This design comes from an exercise in tuning for small area, a short achievable clock period and few clock cycles per item on the open sky130 flow, not from production work. The RTL was checked by simulation tests, not by an equivalence proof against the original design. Power is estimated from default activity; no workload was simulated.

==> flow/design.v (excerpt) <==
module radix_digit_emitter_unit (
  input  logic                         clk_i,
  input  logic                         rst_ni,
  input  logic                         cfg_valid_i,
  output logic                         cfg_ready_o,
  input  logic [rdx_pkg::CfgIdxW-1:0]  cfg_index_i,
  input  logic [rdx_pkg::CfgDataW-1:0] cfg_data_i,
  input  logic                         s_axis_tvalid,
  output logic                         s_axis_tready,
  input  logic [31:0]                  s_axis_tdata,    
  output logic                         m_axis_tvalid,
  input  logic                         m_axis_tready,
  output logic [7:0]                   m_axis_tdata,    
  output logic                         m_axis_tlast,
  output logic                         m_axis_tuser     
);
  logic        pow2, odd, tern;
  logic [2:0]  k;
  logic [3:0]  kmask, hp;
  logic        known, cfg_ok;
  logic        scan_en;
  logic [3:0]  sel;
  logic [7:0]  char;
  logic        q_valid, q_take, q_neg;
  logic [31:0] q_mag;
  assign cfg_ready_o = 1'b1;
  rdx_front u_front (
    .clk_i       (clk_i),
    .rst_ni      (rst_ni),
    .cfg_valid_i (cfg_valid_i),
    .cfg_index_i (cfg_index_i),
    .cfg_data_i  (cfg_data_i),
    .scan_en_i   (scan_en),
    .sel_i       (sel),
    .char_o      (char),
    .radix_o     (),
    .pow2_o      (pow2),
    .k_o         (k),
    .kmask_o     (kmask),
    .hp_o        (hp),
    .odd_o       (odd),
    .tern_o      (tern),
    .known_o     (known),
    .valid_o     (cfg_ok)
  );
  rdx_queue u_queue (
    .clk_i       (clk_i),
    .rst_ni      (rst_ni),
    .in_valid_i  (s_axis_tvalid),
    .in_ready_o  (s_axis_tready),
    .in_value_i  (s_axis_tdata),
    .out_valid_o (q_valid),
    .out_take_i  (q_take),
    .out_mag_o   (q_mag),
    .out_neg_o   (q_neg)
  );
  rdx_back u_back (
    .clk_i       (clk_i),
    .rst_ni      (rst_ni),
    .pow2_i      (pow2),
    .k_i         (k),
    .kmask_i     (kmask),
    .hp_i        (hp),
    .odd_i       (odd),
    .tern_i      (tern),
    .known_i     (known),
    .cfg_ok_i    (cfg_ok),
    .q_valid_i   (q_valid),
    .q_take_o    (q_take),
    .q_mag_i     (q_mag),
    .q_neg_i     (q_neg),
    .scan_en_o   (scan_en),
  ...
Size in the first run: ~440 flip-flops, ~120 I/O pins.
==> flow/config.mk <==
export PLATFORM = sky130hd
export DESIGN_NAME = radix_digit_emitter_unit
export DESIGN_NICKNAME = radix_digit_emitter_unit
export VERILOG_FILES = /design/flow/design.v
export SDC_FILE = /design/flow/constraint.sdc
export NUM_CORES = 4
export LEC_CHECK = 0
export ABC_AREA = 1
export CAP_MARGIN = 20
export CORE_MARGIN = 2
export CORE_UTILIZATION = 40
export CTS_CLUSTER_DIAMETER = 150
export CTS_CLUSTER_SIZE = 20
export SLEW_MARGIN = 20
==> flow/constraint.sdc <==
create_clock -name core_clock -period 12.0 [get_ports {clk_i}]
set_input_delay 2.4000 -clock core_clock [delete_from_list [all_inputs] [get_ports {clk_i}]]
set_output_delay 2.4000 -clock core_clock [all_outputs]
set_load 0.01 [all_outputs]
standard.sh (not shown) runs the stock make flow with config.mk's settings and CLKGATE_MAP_FILE= SYNTH_SCRIPT=/design/flow/synth_recipe.tcl, a recipe that flattens the netlist after the stock synthesis.
==> flow/flow/run.sh <==
#!/bin/bash
# Layout: the standard flow (standard.sh), unchanged in its steps, with
# two settings passed to it:
#  - SETUP_SLACK_MARGIN=8.6: the resizer's setup repair keeps working until the
#    paths have 8.6 ns of slack at the design's 12 ns clock (about 3.4 ns), so the
#    layout is timed for speed although it is signed off at 12 ns as usual.
#  - BUFFER_PORTS_ARGS: every input and output port still gets its own
#    buffer, as in the standard flow, but a buf_2 instead of the delay cell
#    the flow picks by default.
# The clock, constraints, floorplan, power grid and all other steps are the
# standard ones. All tool output goes to standard.log and the ORFS logs.
cp standard.sh standard.sh.log 2>/dev/null
export SETUP_SLACK_MARGIN=8.6
export BUFFER_PORTS_ARGS="-buffer_cell sky130_fd_sc_hd__buf_2"
bash standard.sh > standard.log 2>&1
Testbench counts at the start, summed over its fixed seeds: cycles 31,874, items 2,304.
==> next run, changes <==
--- a/flow/design.v
+++ b/flow/design.v
@@ -21,13 +21,13 @@
   } emit_state_e;
   typedef enum logic [1:0] {
     CIdle,
     CConv,
     CDone
   } conv_state_e;
-  localparam int NPre = 5;
+  localparam int NPre = 6;
   typedef enum logic [2:0] {
     PIdle,
     PLoad,
     PInit,
     PRun,
     PStop
@@ -332,13 +332,13 @@
   logic [31:0]  mag_q;
   logic         neg_q;
   logic [4:0]   base_q;
   logic         bit_q;
   logic [4*N-1:0] dig_q;
   logic [3:0]   edig_q [N];
-  logic [N-1:0] eact_q;
+  logic [3:0]   eidx_q;
   logic         eneg_q;
   logic         lo_ph_q, top_q;
   logic [4*K-1:0] pdig_q;
   logic [4:0]   pbase_q;
   logic         pbit_q, pmore_q;
   logic        e_v_q;
@@ -502,26 +502,21 @@
       rdx_pkg::CDone: if (efree) cst_d = rdx_pkg::CIdle;
       default: ;
     endcase
     if (xfer && conv) cst_d = pmore_q ? rdx_pkg::CConv : rdx_pkg::CDone;
   end
   assign handoff = (cst_q == rdx_pkg::CDone) && efree;
-  logic [N-1:0] act_h;
+  logic [3:0] top_h;
   always_comb begin
-    logic [N-1:0] nzc;
-    for (int i = 0; i < N; i++) nzc[i] = |dig_q[4*i +: 4];
-    act_h[N-1] = nzc[N-1];
-    for (int i = N - 2; i >= 0; i--) act_h[i] = act_h[i+1] | nzc[i];
-    act_h[0] = 1'b1;
+    top_h = '0;
+    for (int i = 1; i < N; i++) if (|dig_q[4*i +: 4]) top_h = 4'(i);
   end
   logic [3:0] topdig;
   always_comb begin
     topdig = '0;
-    for (int i = 0; i < N; i++) begin
-      if (eact_q[i] && (i == N - 1 || !eact_q[(i + 1) % N])) topdig = topdig | edig_q[i];
-    end
+    for (int i = 0; i < N; i++) if (eidx_q == 4'(i)) topdig = edig_q[i];
   end
   logic [1:0] t_hi, t_lo;
   logic       emit_hi;
   always_comb begin
     t_hi = (topdig >= 4'd6) ? 2'd2 : (topdig >= 4'd3) ? 2'd1 : 2'd0;
     t_lo = 2'(topdig - 4'(t_hi) * 4'd3);
@@ -558,13 +553,13 @@
         it_last = (base_q == 5'd0);
         fin     = it_last;
       end
       rdx_pkg::EDig: begin
         it_v    = 1'b1;
         it_dig  = !tern ? topdig : emit_hi ? {2'b0, t_hi} : {2'b0, t_lo};
-        it_last = !eact_q[1] && !emit_hi;
+        it_last = (eidx_q == 4'd0) && !emit_hi;
         fin     = it_last;
       end
       default: fin = 1'b1;
     endcase
     if (fin) est_d = rdx_pkg::EIdle;
     xfer = 1'b0;
@@ -600,20 +595,20 @@
     if (adv) begin
       e_kind_q <= it_kind;
       e_dig_q  <= it_dig;
       e_last_q <= it_last;
       if (handoff) begin
         for (int i = 0; i < N; i++) edig_q[i] <= dig_q[4*i +: 4];
-        eact_q  <= act_h;
+        eidx_q  <= top_h;
         eneg_q  <= neg_q;
         lo_ph_q <= 1'b0;
         top_q   <= 1'b1;
       end else if (est_q == rdx_pkg::EDig) begin
         top_q   <= 1'b0;
         lo_ph_q <= emit_hi;
-        if (!emit_hi) eact_q <= eact_q >> 1;
+        if (!emit_hi) eidx_q <= eidx_q - 4'd1;
       end
     end
   end
   always_ff @(posedge clk_i) begin
     if (xfer) begin
       mag_q  <= q_mag_i;
Result:
- The changed run produced a clean layout
- final area climbs by 3.8%
- register-to-register slack gets worse by 0.16 ns
- sequential power drops by about 4%
- power climbs by 9.0%
- wire length climbs by 5.6%
- global-route usage climbs by 2.2 points
- die area drops by 3.6%
- fmax drops by 1.5%
- clock-buffer cell count does not change
Testbench counts after the change, summed over its fixed seeds: cycles 31,535, items 2,304.

what the ideal ports hide:
No port has a modelled driver above. Below, the same layouts with a new extraction and two added sets of constraints. Step 1 (the two cells are an assumption about what drives the block):
set clk [get_ports {clk_i}]
set_driving_cell -lib_cell sky130_fd_sc_hd__clkbuf_16 $clk
set_driving_cell -lib_cell sky130_fd_sc_hd__buf_2 [delete_from_list [all_inputs] $clk]
Step 2 adds t to the input delays and takes it off the output delays; t is the mean of the earliest and latest rising clock arrival at the registers after step 1. Input paths then give back, and output paths get back, about the clock's delay inside the block. a / b / c = ideal / step 1 / step 2; a / b = the first two.
| run | t (ns) | setup slack, ns | worst setup path at the end | worst slew at a driven data input, ns |
|---|---|---|---|---|
| the first run | 0.650 | 8.475 / 8.411 / 8.109 | input to register | 0.11 |
| the second run | 0.652 | 8.421 / 8.360 / 8.214 | input to register | 0.06 |
After both steps every run listed still meets setup and hold. The setup slack of the first run, which loses most, moves by -0.064 ns with the drivers and by -0.366 ns with both steps.
